Source: an optimization exercise on an open RTL-to-GDS flow (aim: small area, a short achievable clock period and few clock cycles). Production flows keep margins and buffers that such runs may drop. Where RTL was checked, it was by simulation tests only, not by an equivalence proof against the original.

## micro_ucr_hash_multi
module micro_ucr_hash_multi #(
    parameter int K   = 3,
    parameter int CUT = 26
) (
    input  logic        clk,
    input  logic        reset_n,
    input  logic        inicio,
    input  logic [95:0] bloque_datos,
    input  logic [31:0] nonce_inicial,
    input  logic [31:0] nonce_limite,
    input  logic [7:0]  target,
    output logic [23:0] bounty,
    output logic [31:0] nonce_ganador,
    output logic        terminado,
    output logic        agotado,
    output logic        ocupado,
    output logic [31:0] intentos
);
    localparam int NC = 1 << K;
    localparam int HB = 32 - K;
    localparam logic [31:0] PCW = (32'd1 << 15) | (32'd1 << 18) | (32'd1 << 21) |
                                  (32'd1 << 24) | (32'd1 << 27) | (32'd1 << 29) |
                                  (32'd1 << 30);
    typedef logic [7:0] byte_t;
    function automatic logic [255:0] sched(input logic [95:0] blk, input logic [31:0] n);
        byte_t w [32];
        for (int j = 0; j < 12; j++) w[j] = blk[95-8*j -: 8];
  ...
Size in the first run: about 260 I/O pins.
clock: 30.0 ns
lec_check: 0
cap_margin: 30
core_margin: 2
core_utilization: 55
slew_margin: 30
tns_end_percent: 10
standard.sh (not shown) runs the stock make flow with config.mk's settings and CLKGATE_MAP_FILE= SYNTH_SCRIPT=/design/flow/synth_recipe.tcl, a recipe that flattens the netlist after the stock synthesis.
==> flow/flow/run.sh <==
#!/bin/bash
# Layout flow: the standard ORFS layout, unchanged, except that timing
# repair aims for a setup slack margin well above zero so that the resizer
# works on the paths that set the achieved period (the 30 ns clock leaves
# them with positive slack, so a zero margin repairs nothing).
set -euo pipefail
cd "$(dirname "$0")/.."
export SETUP_SLACK_MARGIN=${FLOW_SETUP_MARGIN:-23}
bash standard.sh > standard_flow.log 2>&1
The first run went through all stages and came out clean.
Testbench counts at the start, summed over its fixed seeds: cycles 5,855.
Edit:
--- a/flow/flow/run.sh
+++ b/flow/flow/run.sh
@@ -6,4 +6,4 @@
 set -euo pipefail
 cd "$(dirname "$0")/.."
-export SETUP_SLACK_MARGIN=${FLOW_SETUP_MARGIN:-23}
+export SETUP_SLACK_MARGIN=${FLOW_SETUP_MARGIN:-22.8}
 bash standard.sh > standard_flow.log 2>&1
CORE_UTILIZATION = 62   (was 55)
PLACE_DENSITY = 0.7   (was unset)
TNS_END_PERCENT = unset   (was 10)
=> The changed run completed without violations; cell area went down by a few percent; worst hold slack improved by 0.0037 ns; global-route usage rose by 4.2 points.
Edit:
CAP_MARGIN = 15   (was 30)
CORE_UTILIZATION = 55   (was 62)
PLACE_DENSITY = unset   (was 0.7)
SLEW_MARGIN = 15   (was 30)
Effect: The new run passed the timing, design-rule and antenna checks; synthesized area stays the same; die area came out higher by roughly a tenth; design area barely changes; wire length came out higher slightly; clock skew came out lower by 0.0094 ns; hold slack gets worse by 0.0036 ns; non-clock buffer count came out higher by 38; flip-flop and latch count does not change.

---

The RTL this note starts from:
==> flow/design.v <==
module micro_ucr_hash_multi #(
    parameter int K   = 3,
    parameter int CUT = 25
) (
    input  logic        clk,
    input  logic        reset_n,
    input  logic        inicio,
    input  logic [95:0] bloque_datos,
    input  logic [31:0] nonce_inicial,
    input  logic [31:0] nonce_limite,
    input  logic [7:0]  target,
    output logic [23:0] bounty,
    output logic [31:0] nonce_ganador,
    output logic        terminado,
    output logic        agotado,
    output logic        ocupado,
    output logic [31:0] intentos
);
    localparam int NC = 1 << K;
    localparam int HB = 32 - K;
    localparam logic [31:0] PCW = (32'd1 << 15) | (32'd1 << 18) | (32'd1 << 21) |
                                  (32'd1 << 24) | (32'd1 << 27) | (32'd1 << 29) |
                                  (32'd1 << 30);
    typedef logic [7:0] byte_t;
    function automatic logic [255:0] sched(input logic [95:0] blk, input logic [31:0] n);
        byte_t w [32];
        for (int j = 0; j < 12; j++) w[j] = blk[95-8*j -: 8];
        for (int j = 0; j < 4; j++) w[12+j] = n[31-8*j -: 8];
        for (int j = 16; j < 32; j++) w[j] = w[j-3] | (w[j-9] ^ w[j-14]);
        for (int j = 0; j < 32; j++) sched[255-8*j -: 8] = w[j];
    endfunction
    function automatic byte_t wof(input logic [255:0] w, input int j);
        wof = w[255-8*j -: 8];
    endfunction
    function automatic byte_t kof(input int j);
        kof = (j <= 16) ? 8'h99 : 8'hA1;
    endfunction
    function automatic byte_t yv(input byte_t c3, input byte_t c2);
        yv = (c3 << 4) ^ c2 ^ (c2 << 4);
    endfunction
    function automatic byte_t addx(input byte_t l, input byte_t y, input byte_t wk);
        byte_t e;
        logic  cy, p;
        e  = y ^ wk;
        cy = 1'b0;
        for (int i = 0; i < 8; i++) begin
            p       = l[i] ^ e[i];
            addx[i] = l[i] ^ (e[i] ^ cy);
            cy      = p ? cy : wk[i];
        end
    endfunction
    function automatic byte_t chw(input byte_t wz, input byte_t wo, input int gi);
        chw = wz;
        for (int b = 0; b < K; b++) if ((gi >> b) & 1) chw[b] = wo[b];
    endfunction
    logic          busy_q, found_q, exh_q;
    logic [95:0]   blk_q;
    logic [HB-1:0] limh_q;
    logic [K-1:0]  liml_q, inil_q;
    logic [7:0]    tgt_q;
    logic [HB-1:0] base1_q;
    logic          first1_q;
    logic [NC-1:0] val1;
    logic          last1;
    always_comb begin
        for (int i = 0; i < NC; i++)
            val1[i] = ((base1_q < limh_q) || (base1_q == limh_q && K'(i) <= liml_q))
                      && (!first1_q || K'(i) >= inil_q);
        last1 = (base1_q >= limh_q);
    end
    logic [255:0] wz1, wo1;
    assign wz1 = sched(blk_q, {base1_q, {K{1'b0}}});
    assign wo1 = sched(blk_q, {base1_q, {K{1'b1}}});
    byte_t cs12, cs13, cs14, cs16;
    always_comb begin
        byte_t cs [17];
        cs[0] = 8'h88 + 8'(wof(wz1, 0) + 8'h99);
        cs[1] = 8'h97 + 8'(wof(wz1, 1) + 8'h99);
        cs[2] = addx(8'(8'hE0 ^ cs[0] ^ (cs[0] << 4)), 8'h00, 8'(wof(wz1, 2) + 8'h99));
        for (int j = 3; j <= 16; j++) begin
            if (j == 15) cs[j] = '0;
            else cs[j] = addx(yv(cs[j-3], cs[j-2]), 8'h00, 8'(wof(wz1, j) + 8'h99));
        end
        cs12 = cs[12]; cs13 = cs[13]; cs14 = cs[14]; cs16 = cs[16];
    end
    byte_t c15 [NC];
    always_comb begin
        for (int i = 0; i < NC; i++)
            c15[i] = addx(yv(cs12, cs13), 8'h00,
                          8'(chw(wof(wz1, 15), wof(wo1, 15), i) + 8'h99));
    end
    logic [HB-1:0] base2_q;
    logic [NC-1:0] val2_q;
    logic          last2_q, v2_q;
    logic [3:0]    c14_2;
    byte_t         c16_2, wk17_2, w18z_2;
    logic [K-1:0]  w18o_2;
    byte_t         c15_2 [NC];
    always_ff @(posedge clk) begin
        c14_2  <= cs14[3:0];
        c16_2  <= cs16;
        wk17_2 <= 8'(wof(wz1, 17) + 8'hA1);
        w18z_2 <= wof(wz1, 18);
        w18o_2 <= wof(wo1, 18);
        for (int i = 0; i < NC; i++) c15_2[i] <= c15[i];
    end
    logic [255:0] wz2, wo2;
    assign wz2 = sched(blk_q, {base2_q, {K{1'b0}}});
    assign wo2 = sched(blk_q, {base2_q, {K{1'b1}}});
    byte_t        wa3, wbz3;
    logic [K-1:0] wbo3;
    logic [HB-1:0] base3_q;
    logic [NC-1:0] val3_q;
    logic          last3_q, v3_q;
    always_ff @(posedge clk) begin
        wa3  <= PCW[CUT+1] ? wof(wz2, CUT+1) : 8'(wof(wz2, CUT+1) + 8'hA1);
        wbz3 <= PCW[CUT+2] ? wof(wz2, CUT+2) : 8'(wof(wz2, CUT+2) + 8'hA1);
        wbo3 <= PCW[CUT+2] ? wof(wo2, CUT+2) : 8'(wof(wz2, CUT+2) + 8'hA1);
    end
    logic [K-1:0] wao3;
    always_ff @(posedge clk) wao3 <= wof(wo2, CUT+1);
    logic [255:0] wz3, wo3;
    assign wz3 = sched(blk_q, {base3_q, {K{1'b0}}});
    assign wo3 = sched(blk_q, {base3_q, {K{1'b1}}});
    logic [23:0] hch [NC];
    byte_t       a31 [NC];
    genvar gi;
    generate
        for (gi = 0; gi < NC; gi++) begin : ch
            byte_t q1, q2, q3;        
            always_comb begin
                byte_t p1, p2, p3, c, wk;
                p3 = c15_2[gi]; p2 = c16_2;
                c  = addx(c16_2, yv({4'h0, c14_2}, c15_2[gi]), wk17_2);
                p1 = c;
                for (int j = 18; j <= CUT; j++) begin
                    if (j == 18)     wk = 8'(chw(w18z_2, {w18z_2[7:K], w18o_2}, gi) + 8'hA1);
                    else if (PCW[j]) wk = 8'(chw(wof(wz2, j), wof(wo2, j), gi) + 8'hA1);
                    else             wk = 8'(wof(wz2, j) + 8'hA1);
                    c  = addx(p1, yv(p3, p2), wk);
                    p3 = p2; p2 = p1; p1 = c;
                end
                q1 = p1; q2 = p2; q3 = p3;
            end
            logic [7:0] s1, s2;
            logic [3:0] s3;
            always_ff @(posedge clk) begin
                s1 <= q1; s2 <= q2; s3 <= q3[3:0];
            end
            always_comb begin
                byte_t p1, p2, p3, c, wk;
                p1 = s1; p2 = s2; p3 = {4'h0, s3};
                for (int j = CUT + 1; j <= 30; j++) begin
                    if (j == CUT + 1)
                        wk = PCW[j] ? 8'(chw(wa3, {wa3[7:K], wao3}, gi) + 8'hA1)
                                    : wa3;
                    else if (j == CUT + 2)
                        wk = PCW[j] ? 8'(chw(wbz3, {wbz3[7:K], wbo3}, gi) + 8'hA1)
                                    : wbz3;
                    else if (PCW[j]) wk = 8'(chw(wof(wz3, j), wof(wo3, j), gi) + 8'hA1);
                    else             wk = 8'(wof(wz3, j) + 8'hA1);
                    c  = addx(p1, yv(p3, p2), wk);
                    p3 = p2; p2 = p1; p1 = c;
                end
                a31[gi] = (p2 << 4) ^ p1;
                hch[gi] = {8'(a31[gi] + 8'h01), p1[3:0] ^ 4'h8, 4'h9,
                           8'((yv(p3, p2) ^ p1) + 8'(wof(wz3, 31) + 8'h9F))};
            end
        end
    endgenerate
    logic [7:0]    t1;
    logic          t_ff, t_nz;
    logic [NC-1:0] hit, one;
    assign t1   = tgt_q - 8'd1;
    assign t_ff = (tgt_q == 8'hFF);
    assign t_nz = (tgt_q != 8'h00);
    always_comb begin
        for (int i = 0; i < NC; i++)
            hit[i] = v3_q && val3_q[i] &&
                     (t_ff || (t_nz && ((a31[i] < t1) || (a31[i] == 8'hFF))));
    end
    logic [K-1:0] widx;
    logic [23:0]  whash;
    logic         any_hit;
    always_comb begin
        logic seen;
        seen  = 1'b0;
        widx  = '0;
        whash = '0;
        for (int i = 0; i < NC; i++) begin
            one[i] = hit[i] && !seen;
            seen   = seen || hit[i];
            widx   = widx | ({K{one[i]}} & K'(i));
            whash  = whash | ({24{one[i]}} & hch[i]);
        end
        any_hit = seen;
    end
    logic cargar, ganar, agotar;
    assign cargar = inicio;
    assign ganar  = busy_q && !inicio && any_hit;
    assign agotar = busy_q && !inicio && !any_hit && v3_q && last3_q;
    always_ff @(posedge clk) begin
        if (!reset_n) begin
            busy_q  <= 1'b0;
            found_q <= 1'b0;
            exh_q   <= 1'b0;
        end else if (cargar) begin
            busy_q  <= 1'b1;
            found_q <= 1'b0;
            exh_q   <= 1'b0;
        end else if (ganar) begin
            busy_q  <= 1'b0;
            found_q <= 1'b1;
        end else if (agotar) begin
            busy_q  <= 1'b0;
            exh_q   <= 1'b1;
        end
    end
    always_ff @(posedge clk) begin
        if (cargar) begin
            blk_q    <= bloque_datos;
            limh_q   <= nonce_limite[31:K];
            liml_q   <= nonce_limite[K-1:0];
            inil_q   <= nonce_inicial[K-1:0];
            tgt_q    <= target;
            base1_q  <= nonce_inicial[31:K];
            first1_q <= 1'b1;
        end else if (busy_q) begin
            if (!last1) base1_q <= base1_q + HB'(1);
            first1_q <= 1'b0;
        end
    end
    always_ff @(posedge clk) begin
        if (!reset_n || cargar) begin
            v2_q <= 1'b0;
            v3_q <= 1'b0;
        end else if (busy_q) begin
            v2_q <= 1'b1;
            v3_q <= v2_q;
        end
        base2_q <= base1_q;
        val2_q  <= val1;
        last2_q <= last1;
        base3_q <= base2_q;
        val3_q  <= val2_q;
        last3_q <= last2_q;
    end
    logic [23:0]   bounty_q;
    logic [K-1:0]  idx_q;
    logic [HB-1:0] nwin_q;
    always_ff @(posedge clk) begin
        if (busy_q) begin
            bounty_q <= {whash[23:12], any_hit, 2'b00, any_hit, whash[7:0]};
            idx_q    <= widx;
            nwin_q   <= base3_q;
        end
    end
    assign bounty        = bounty_q;
    assign nonce_ganador = {nwin_q & {HB{!exh_q}}, idx_q};
    assign ocupado       = busy_q;
    assign terminado     = found_q;
    assign agotado       = exh_q;
    assign intentos      = '0;
endmodule
export LEC_CHECK = 0
export CAP_MARGIN = 30
export CORE_MARGIN = 2
export CORE_UTILIZATION = 40
export SLEW_MARGIN = 30
create_clock -name core_clock -period 30.0 [get_ports {clk}]
==> flow/flow/run.sh <==
#!/bin/bash
# Layout flow: the standard ORFS layout, unchanged, except that timing
# repair aims for a setup slack margin well above zero so that the resizer
# works on the paths that set the achieved period (the 30 ns clock leaves
# them with positive slack, so a zero margin repairs nothing).
set -euo pipefail
cd "$(dirname "$0")/.."
export SETUP_SLACK_MARGIN=${FLOW_SETUP_MARGIN:-22}
bash standard.sh > standard_flow.log 2>&1
==> next run, changes <==
- CORE_UTILIZATION: 40 -> 55
Effect: Setup slack gains 78 ps. Design area falls by 1.4%. Fmax is higher by 0.98%. Routed wire length went down by 3.6%.
Function was not checked in any run of this note: the RTL went through the layout flow alone.

afterwards: timing with drivers on the ports:
Ports are ideal in the flow. The routed layouts listed here were re-timed in OpenROAD.
Step 1, drivers: a clkbuf_16 drives clk and a buf_2 each remaining input, both assumed.
Step 2 also shifts input and output timing later by t, the mid clock arrival at the registers, as if the neighbouring blocks saw the same clock.
Slacks: no drivers / after step 1 / after step 2; pairs: no drivers / after step 1.
run	t (ns)	slack for setup (ns)	hold WS [ns]	worst slew at a driven data input, ns
the first run of note 1	0.768	22.699 / 22.616 / 22.273	0.324 / 0.324 / 0.324	0.06
the second run of note 1	0.766	22.669 / 22.586 / 22.235	0.328 / 0.328 / 0.328	0.07
the third run of note 1	0.765	22.628 / 22.551 / 22.327	0.324 / 0.324 / 0.324	0.06
the first run of note 2	0.772	21.946 / 21.859 / 22.143	0.326 / 0.326 / 0.326	0.11
the second run of note 2	0.770	22.024 / 21.940 / 21.683	0.316 / 0.316 / 0.316	0.08
After both steps every run listed still meets setup and hold. For the second run of note 1, which loses most, drivers alone change the setup slack by -0.083 ns; drivers and shift together by -0.434 ns.
